This design comes from an exercise in tuning for small area on the open sky130 flow, not from production work.
Function was checked by simulation only, so behaviour that the tests miss may differ from the original.
No activity file was given, so power comes from the tool's default toggle rates.

run 1:
Design riscv_regfile, start of the top module:
module riscv_regfile #(
    parameter int XLEN   = 32,
    parameter int NREGS  = 32,
    parameter int ADDR_W = 5
) (
    input  logic              clk,
    input  logic              reset,
    input  logic [ADDR_W-1:0] rs1_addr,
    input  logic [ADDR_W-1:0] rs2_addr,
    output logic [XLEN-1:0]   rs1_data,
    output logic [XLEN-1:0]   rs2_data,
    input  logic              we,
    input  logic [ADDR_W-1:0] rd_addr,
    input  logic [XLEN-1:0]   rd_data,
    input  logic              last_instr_flag_in,
    output logic              halted,
    output logic [15:0]       wr_count
);
==> flow/config.mk <==
export PLATFORM = sky130hd
export DESIGN_NAME = riscv_regfile
export DESIGN_NICKNAME = riscv_regfile
export VERILOG_FILES = /design/flow/design.v
export SDC_FILE = /design/flow/constraint.sdc
export NUM_CORES = 4
export LEC_CHECK = 0
export ABC_CLOCK_PERIOD_IN_PS = 7000
export CAP_MARGIN = 20
export CORE_MARGIN = 2
export CORE_UTILIZATION = 40
export SLEW_MARGIN = 20
export SYNTH_HIERARCHICAL = 1
==> flow/constraint.sdc <==
create_clock -name core_clock -period 7.0 [get_ports {clk}]
set_input_delay 1.4000 -clock core_clock [delete_from_list [all_inputs] [get_ports {clk}]]
set_output_delay 1.4000 -clock core_clock [all_outputs]
set_load 0.01 [all_outputs]
standard.sh (not shown) runs the stock make flow with config.mk's settings and CLKGATE_MAP_FILE= SYNTH_SCRIPT=/design/flow/synth_recipe.tcl, a recipe that flattens the netlist after the stock synthesis.
==> flow/flow/run.sh <==
#!/bin/bash
# The standard layout (standard.sh: the ORFS flow, unchanged synthesis), with two changes:
# clock tree synthesis without dummy loads and with larger sink clusters, and the port buffers
# made with the smallest buffer cell.  Every tool's output goes to flow_standard.log here and
# to ORFS's own per-step logs under orfs/logs.
set -euo pipefail
export CTS_ARGS="-sink_clustering_enable -repair_clock_nets -dont_use_dummy_load -sink_clustering_size 20 -sink_clustering_max_diameter 60"
export BUFFER_PORTS_ARGS="-buffer_cell sky130_fd_sc_hd__buf_1"
bash standard.sh > flow_standard.log 2>&1
diff inputs: run 1 => run 2
# run 1
export LEC_CHECK = 0
export ABC_CLOCK_PERIOD_IN_PS = 7000
export CAP_MARGIN = 20
export CORE_MARGIN = 2
export CORE_UTILIZATION = 40
export SLEW_MARGIN = 20
export SYNTH_HIERARCHICAL = 1
create_clock -name core_clock -period 7.0 [get_ports {clk}]
# run 2
export LEC_CHECK = 0
export ABC_CLOCK_PERIOD_IN_PS = 7000
export CAP_MARGIN = 20
export CORE_MARGIN = 2
export CORE_UTILIZATION = 40
export PLACE_DENSITY = 0.8
export SLEW_MARGIN = 20
export SYNTH_HIERARCHICAL = 1
create_clock -name core_clock -period 7.0 [get_ports {clk}]
==> flow/flow/run.sh <==
#!/bin/bash
# The standard layout (standard.sh: the ORFS flow, unchanged synthesis), with two changes:
# clock tree synthesis without dummy loads and with larger sink clusters, and the port buffers
# made with the smallest buffer cell.  Every tool's output goes to flow_standard.log here and
# to ORFS's own per-step logs under orfs/logs.
set -euo pipefail
export CTS_ARGS="-sink_clustering_enable -repair_clock_nets -dont_use_dummy_load -sink_clustering_size 26 -sink_clustering_max_diameter 100"
export BUFFER_PORTS_ARGS="-buffer_cell sky130_fd_sc_hd__buf_1"
bash standard.sh > flow_standard.log 2>&1
--- outcome ---
- Run 2 finished every stage and its layout cleared the timing, DRC and antenna checks.
- Re setup slack: run 1 was lower than run 2.
- Relative to run 1, the number of buffers and inverters on the critical path of run 2 is higher by 1.
- Diff run 1..run 2 | quantity of hold-fixing buffers added after cts | negligible
Edits applied to the flow inputs when going from run 2 to run 3:
# run 2
export LEC_CHECK = 0
export ABC_CLOCK_PERIOD_IN_PS = 7000
export CAP_MARGIN = 20
export CORE_MARGIN = 2
export CORE_UTILIZATION = 40
export PLACE_DENSITY = 0.8
export SLEW_MARGIN = 20
export SYNTH_HIERARCHICAL = 1
create_clock -name core_clock -period 7.0 [get_ports {clk}]
# run 3
export LEC_CHECK = 0
export ABC_CLOCK_PERIOD_IN_PS = 7000
export CAP_MARGIN = 5
export CORE_MARGIN = 2
export CORE_UTILIZATION = 40
export SLEW_MARGIN = 5
export SYNTH_HIERARCHICAL = 1
create_clock -name core_clock -period 7.0 [get_ports {clk}]
==> flow/flow/run.sh <==
#!/bin/bash
# The standard layout (standard.sh: the ORFS flow, unchanged synthesis), with two changes:
# clock tree synthesis without dummy loads and with larger sink clusters, and the port buffers
# made with the smallest buffer cell.  Every tool's output goes to flow_standard.log here and
# to ORFS's own per-step logs under orfs/logs.
set -euo pipefail
export CTS_ARGS="-sink_clustering_enable -repair_clock_nets -dont_use_dummy_load -sink_clustering_size 24 -sink_clustering_max_diameter 50"
export BUFFER_PORTS_ARGS="-buffer_cell sky130_fd_sc_hd__buf_1"
bash standard.sh > flow_standard.log 2>&1
==> run notes <==
Delta (run 3 minus run 2): clock insertion delay at the later pin of the skew report picked up an extra 0.06 ns; number of design-rule violations left by the first detailed-router iteration lost 16%.
Against run 2, worst-case setup margin in the final layout in run 3 came out worse.
The higher global-route usage over all layers of run 3 and run 2 is in run 3.
In run 3, the combinational share of power came out 1.5 points below the value in run 2.
Power: run 3 draws more than run 2
A launch point of the worst path of rs2_addr[4] is what run 3 shows, while rs1_addr[3] belongs to run 2.
Looking at first-pass GRT wire length, run 3 sits about 8% higher than run 2 does.
When the final numbers for run 3 and run 2 were put side by side, the clock share of power turned out to be greater in run 3.
Per the comparison of run 3 with run 2, buffering stage count on the worst path with inverters included has decreased; fraction of layout cells with a size suffix above 1 rose by 1.9 points; number of non-clock buffers saw an increase.

==> re-timing with driven ports <==
The results above use ideal ports. As a check the final layouts listed here were re-extracted and re-timed, cells and wires unchanged. Step 1: set_driving_cell puts a clkbuf_16 on clk and a buf_2 on each other input, an assumption about the parent block. Step 2 adds t to the input delays and takes it off the output delays; t is the mean of the earliest and latest rising clock arrival at the registers after step 1. Input paths then give back, and output paths get back, about the clock's delay inside the block. a / b / c = ideal ports / drivers / drivers and shift; a / b = the first two.
run	t (ns)	slack for setup (ns)	worst register clock-pin slew, ns
run 1	0.689	0.862 / 0.836 / 0.836	0.09 / 0.09
run 2	0.719	0.969 / 0.919 / 0.919	0.12 / 0.12
run 3	0.740	0.956 / 0.930 / 0.930	0.08 / 0.08
After both steps every run listed still meets setup and hold. For run 2, which loses most, drivers alone change the setup slack by -0.050 ns; drivers and shift together by -0.050 ns.
